What follows belongs to an exercise in optimizing a design on an open flow for small area, a short achievable clock period and few clock cycles per item; a production flow would make more cautious choices.
Where RTL was checked, it was by simulation tests only, not by an equivalence proof against the original.
Power is estimated from default activity; no workload was simulated.

## cedar
// tile_convert_top
module tile_convert_top
(
    input  logic                   clk,
    input  logic                   rst,
    input  logic                   comp_enb,
    output logic                   busy,
    output logic                   done,
    output logic [16-1:0] mem_addr,
    output logic                   mem_read_enb,
    input  logic [64-1:0]  mem_data_in,
    output logic [16-1:0] res_addr,
    output logic [64-1:0]  res_data_out,
    output logic                   res_write_enb
);
For scale: about 49 flip-flops, ~0.0029 sq mm of cells after synthesis.
==> module int8_to_smag, before the edit <==
module int8_to_smag #(parameter int CUT = 3)
(
    input  conv_pkg::int8_t value,
    output conv_pkg::smag_t smag
);
    assign smag = conv_pkg::steps(conv_pkg::step1(value), 1, CUT);
endmodule
==> module smag_to_bf16, before the edit <==
module smag_to_bf16 #(parameter int CUT = 3)
(
    input  conv_pkg::smag_t smag,
    output conv_pkg::bf16_t result
);
    assign result = conv_pkg::finish(conv_pkg::steps(smag, CUT, 4));
endmodule
clock: 8.0 ns
lec_check: 0
cap_margin: 20
core_margin: 2
core_utilization: 40
setup_slack_margin: 4.65
slew_margin: 20
standard.sh (not shown) runs the stock make flow with config.mk's settings and CLKGATE_MAP_FILE= SYNTH_SCRIPT=/design/flow/synth_recipe.tcl, a recipe that flattens the netlist after the stock synthesis.
==> flow/flow/run.sh <==
#!/bin/bash
# Standard layout with these changes:
#  - synthesis maps the logic with ABC's area script replaced by abc.script,
#    and without the adder extraction (ADDER_MAP_FILE empty); everything else,
#    register names included, is the standard synthesis; the run stops with
#    an error if its registers differ from the standard synthesis's;
#  - the port buffers are made from the smallest buffer cell;
#  - clock tree synthesis inserts no dummy loads and picks its buffers
#    from clkbuf_4 and clkbuf_8;
#  - one tie cell drives all constant outputs.
# Each tool's output goes to a log of its own in this folder.
set -euo pipefail
here=$(pwd)
res=$here/orfs/results/$FLOW_PLATFORM/tile_convert_top/base

# The standard synthesis, kept for its registers
bash standard.sh synth > synth_standard.log 2>&1
cp $res/1_2_yosys.v $here/standard_synth.v
rm -rf $here/orfs

# ORFS's scripts with the area ABC script replaced
cp -r $FLOW_HOME/scripts $here/scripts
cp $here/flow/abc.script $here/scripts/abc_area.script
bash standard.sh synth SCRIPTS_DIR=$here/scripts ABC_AREA=1 ADDER_MAP_FILE= > synth.log 2>&1
python3 $here/flow/sameregs.py $here/standard_synth.v $res/1_2_yosys.v > sameregs.log 2>&1

export BUFFER_PORTS_ARGS="-buffer_cell sky130_fd_sc_hd__buf_1"
export CTS_ARGS="-sink_clustering_enable -repair_clock_nets -dont_use_dummy_load -buf_list {sky130_fd_sc_hd__clkbuf_4 sky130_fd_sc_hd__clkbuf_8}"
export SKIP_REPAIR_TIE_FANOUT=1
bash standard.sh finish > standard.log 2>&1
==> flow/flow/abc.script <==
strash
dch -f
amap
strash
dch -f
amap
==> flow/flow/sameregs.py <==
# sameregs.py A.v B.v: exit 0 when both netlists hold the same flip-flops
# (instance names and cell types), else 1.
import re, sys
def regs(path):
    text = open(path).read()
    return sorted(re.findall(r'^\s*(sky130_fd_sc_hd__(?:df|edf|sdf|dl)\w*)\s+(\\\S+|\w+)\s*\(', text, re.M), key=lambda t: t[1])
a, b = regs(sys.argv[1]), regs(sys.argv[2])
print(f"{len(a)} registers in {sys.argv[1]}, {len(b)} in {sys.argv[2]}")
if a != b:
    for x in sorted(set(a) ^ set(b))[:20]:
        print("differs:", x)
    sys.exit(1)
print("same registers")
Input changes introduced in oak (baseline for comparison: cedar):
--- a/flow/design.v
+++ b/flow/design.v
@@ -46,5 +46,5 @@
 endpackage
 `timescale 1ns/100ps
-module int8_to_smag #(parameter int CUT = 3)
+module int8_to_smag #(parameter int CUT = 1)
 (
     input  conv_pkg::int8_t value,
@@ -53,5 +53,5 @@
     assign smag = conv_pkg::steps(conv_pkg::step1(value), 1, CUT);
 endmodule
-module smag_to_bf16 #(parameter int CUT = 3)
+module smag_to_bf16 #(parameter int CUT = 1)
 (
     input  conv_pkg::smag_t smag,
==> comparison <==
Total of fill cells in the finished design in oak is 179 lower than in cedar
Cmp oak vs cedar: number of multi-input logic gates lower in oak
Diff cedar -> oak | via count | up slightly
oak — sequential cell count of the final layout about 16% lower, cedar as reference
Between oak and cedar, the wire length per cell after detailed routing is lower for cedar.
Going from cedar to oak, the floorplan die area was found to have gone down by 10%.
Per the comparison of oak with cedar, average size of a mapped cell moved down, share of the cycle needed by the critical path after routing moved up, power share of the sequential group moved down.
oak against cedar; final cell count is down by a few percent.
No functional check of the RTL was part of any run of this note.

========
The RTL this note starts from:
==> flow/design.v <==
`timescale 1ns/100ps
package conv_pkg;
    typedef logic signed [7:0] int8_t;
    typedef logic [16-1:0] bf16_t;
    typedef logic [9:0] smag_t;
    typedef logic [4*16-1:0] chunk_t;
    function automatic smag_t step1(input logic [7:0] v);
        logic [6:0] m;
        m = v[7] ? ((v[6:0] == 7'd0) ? 7'h7F : (~v[6:0] + 7'd1)) : v[6:0];
        step1 = {2'b00, v[7], m};
    endfunction
    function automatic smag_t step2(input smag_t t);
        logic z4;
        z4 = (t[6:3] == 4'd0);
        step2 = {1'b0, z4, t[7], z4 ? {t[2:0], 4'd0} : t[6:0]};
    endfunction
    function automatic smag_t step3(input smag_t t);
        logic z2;
        z2 = (t[6:5] == 2'd0);
        step3 = {z2, t[8], t[7], z2 ? {t[4:0], 2'd0} : t[6:0]};
    endfunction
    function automatic smag_t step4(input smag_t t);
        logic z1;
        z1 = !t[6];
        step4 = {t[9], t[8], t[7], z1, z1 ? {t[4:0], 1'b0} : t[5:0]};
    endfunction
    function automatic bf16_t finish(input smag_t t);
        logic z4, z2, z1, s;
        logic [7:0] e;
        z2 = t[9]; z4 = t[8]; s = t[7]; z1 = t[6];
        e[7]   = !(z4 && z2);
        e[6:3] = {4{z4 && z2 && !z1}};
        e[2]   = !(z4 ^ z2) && !(z4 && z2 && z1);
        e[1]   = z2 && !(z4 && z1);
        e[0]   = !z1;
        finish = {s, e, t[5:0], 1'b0};
    endfunction
    function automatic smag_t steps(input smag_t t, input int from, input int to);
        smag_t r;
        r = t;
        if (from < 2 && to >= 2) r = step2(r);
        if (from < 3 && to >= 3) r = step3(r);
        if (from < 4 && to >= 4) r = step4(r);
        steps = r;
    endfunction
endpackage
`timescale 1ns/100ps
module int8_to_smag #(parameter int CUT = 2)
(
    input  conv_pkg::int8_t value,
    output conv_pkg::smag_t smag
);
    assign smag = conv_pkg::steps(conv_pkg::step1(value), 1, CUT);
endmodule
module smag_to_bf16 #(parameter int CUT = 2)
(
    input  conv_pkg::smag_t smag,
    output conv_pkg::bf16_t result
);
    assign result = conv_pkg::finish(conv_pkg::steps(smag, CUT, 4));
endmodule
`timescale 1ns/100ps
module line_assembler
(
    input  logic                  half_sel,
    input  logic [64-1:0] mem_data_in,
    output conv_pkg::smag_t [3:0] smag
);
    logic [64/2-1:0] half;
    assign half = half_sel ? mem_data_in[64-1:64/2]
                           : mem_data_in[64/2-1:0];
    for (genvar i = 0; i < 4; i++) begin : g_lane
        int8_to_smag u_smag (
            .value (half[i*8 +: 8]),
            .smag  (smag[i])
        );
    end
endmodule
`timescale 1ns/100ps
module tile_buffer
(
    input  logic                  clk,
    input  conv_pkg::smag_t [3:0] smag_in,
    output logic [64-1:0] res_data_out
);
    conv_pkg::smag_t [3:0] smag_q;
    always_ff @(posedge clk)
        smag_q <= smag_in;
    for (genvar i = 0; i < 4; i++) begin : g_lane
        smag_to_bf16 u_conv (
            .smag   (smag_q[i]),
            .result (res_data_out[i*16 +: 16])
        );
    end
endmodule
`timescale 1ns/100ps
module tile_word_counter
(
    input  logic       clk,
    input  logic       rd_active,
    output logic [5:0] rd_word,
    output logic [5:0] wr_word,
    output logic       rd_last
);
    logic [6:0] seq;
    logic       fb;
    assign fb = seq[5] ^ seq[4] ^ (seq[4:0] == 5'd0);
    always_ff @(posedge clk) begin
        if (!rd_active)
            seq <= '0;
        else
            seq <= {seq[5:0], fb};
    end
    assign rd_word = seq[5:0];
    assign wr_word = seq[6:1];
    assign rd_last = (seq[5:0] == 6'b100000);
endmodule
`timescale 1ns/100ps
module tile_ctrl_fsm
(
    input  logic     clk,
    input  logic     rst,
    input  logic     comp_enb,
    input  logic     rd_last,
    output logic     rd_active,
    output logic     wr_active,
    output logic     busy,
    output logic     done
);
    always_ff @(posedge clk) begin
        if (rst) begin
            rd_active <= 1'b0;
            wr_active <= 1'b0;
        end else begin
            if (rd_active)
                rd_active <= !rd_last;
            else
                rd_active <= comp_enb && !wr_active;    
            wr_active <= rd_active;
        end
    end
    assign busy = rd_active;
    assign done = wr_active && !rd_active;    
endmodule
`timescale 1ns/100ps
module tile_convert_top
(
    input  logic                   clk,
    input  logic                   rst,
    input  logic                   comp_enb,
    output logic                   busy,
    output logic                   done,
    output logic [16-1:0] mem_addr,
    output logic                   mem_read_enb,
    input  logic [64-1:0]  mem_data_in,
    output logic [16-1:0] res_addr,
    output logic [64-1:0]  res_data_out,
    output logic                   res_write_enb
);
    logic                  rd_active;
    logic                  wr_active;
    logic                  rd_last;
    logic [5:0]            rd_word;
    logic [5:0]            wr_word;
    conv_pkg::smag_t [3:0] smag;
    tile_ctrl_fsm u_fsm (
        .clk       (clk),
        .rst       (rst),
        .comp_enb  (comp_enb),
        .rd_last   (rd_last),
        .rd_active (rd_active),
        .wr_active (wr_active),
        .busy      (busy),
        .done      (done)
    );
    tile_word_counter u_counter (
        .clk       (clk),
        .rd_active (rd_active),
        .rd_word   (rd_word),
        .wr_word   (wr_word),
        .rd_last   (rd_last)
    );
    line_assembler u_assembler (
        .half_sel    (rd_word[0]),
        .mem_data_in (mem_data_in),
        .smag        (smag)
    );
    tile_buffer u_buffer (
        .clk          (clk),
        .smag_in      (smag),
        .res_data_out (res_data_out)
    );
    assign mem_addr      = {11'd0, rd_word[5:1]};
    assign res_addr      = {10'd0, wr_word};
    assign mem_read_enb  = rd_active;
    assign res_write_enb = wr_active;
endmodule
clock: 8.0 ns
lec_check: 0
cap_margin: 20
core_margin: 2
core_utilization: 40
setup_slack_margin: 4.65
slew_margin: 20
Scripts as last shown in full above: flow/flow/run.sh, flow/flow/abc.script, flow/flow/sameregs.py
The baseline completed with no timing, DRC or antenna violations.
Testbench counts at the start, summed over its fixed seeds: cycles 4,224, tiles 64.
Rerun with:
--- a/flow/design.v
+++ b/flow/design.v
@@ -5,14 +5,16 @@
     typedef logic [9:0] smag_t;
     typedef logic [4*16-1:0] chunk_t;
     function automatic smag_t step1(input logic [7:0] v);
         logic [6:0] m;
+        logic z4;
         m = v[7] ? ((v[6:0] == 7'd0) ? 7'h7F : (~v[6:0] + 7'd1)) : v[6:0];
-        step1 = {2'b00, v[7], m};
+        z4 = v[7] ? (&v[6:3] && |v[2:0]) : (v[6:3] == 4'd0);
+        step1 = {1'b0, z4, v[7], m};
     endfunction
     function automatic smag_t step2(input smag_t t);
         logic z4;
-        z4 = (t[6:3] == 4'd0);
+        z4 = t[8];
         step2 = {1'b0, z4, t[7], z4 ? {t[2:0], 4'd0} : t[6:0]};
     endfunction
     function automatic smag_t step3(input smag_t t);
         logic z2;
Routed wire length is higher by 4.0%.
Final cell count is higher by 5.5%.
Utilization is lower by 1.8 points.
Via count is higher by 1.9%.
First-iteration DRC count is lower by 24%.
Sequential power is lower by about 1%.
Global-route usage is lower by 0.30 points.
Synthesized cell count is higher by 7.8%.
Worst hold slack is worse by 0.018 ns.
Only the layout flow was run in the second run of this note; the RTL was not checked for function there.

[port drivers added, routing unchanged]
The flow's constraints put no driver on any port. The routed layouts listed below were extracted and timed again, unchanged, in two steps.
Step 1 (the two cells are an assumption about what drives the block):
set clk [get_ports {clk}]
set_driving_cell -lib_cell sky130_fd_sc_hd__clkbuf_16 $clk
set_driving_cell -lib_cell sky130_fd_sc_hd__buf_2 [delete_from_list [all_inputs] $clk]
Step 2, shift: input delay + t, output delay - t, t = (earliest + latest rising clock arrival at the registers) / 2. This alone moves slack from input paths to output paths.
Slacks: ideal / step 1 / step 2; pairs: ideal / step 1.
| run | t (ns) | setup WS [ns] | worst register clock-pin slew, ns | worst data-port slew with drivers (ns) | cell pins on the clock port's net |
|---|---|---|---|---|---|
| cedar | 0.322 | 4.494 / 4.501 / 4.179 | 0.09 / 0.09 | 0.04 | 1 |
| oak | 0.311 | 4.373 / 4.345 / 4.656 | 0.08 / 0.08 | 0.05 | 1 |
| the first run of note 2 | 0.310 | 4.839 / 4.812 / 4.564 | 0.08 / 0.08 | 0.04 | 1 |
| the second run of note 2 | 0.310 | 4.778 / 4.749 / 4.664 | 0.09 / 0.09 | 0.04 | 1 |
After both steps setup and hold are still met in every run listed. The setup slack of cedar, which loses most, moves by +0.007 ns with the drivers and by -0.315 ns with both steps.
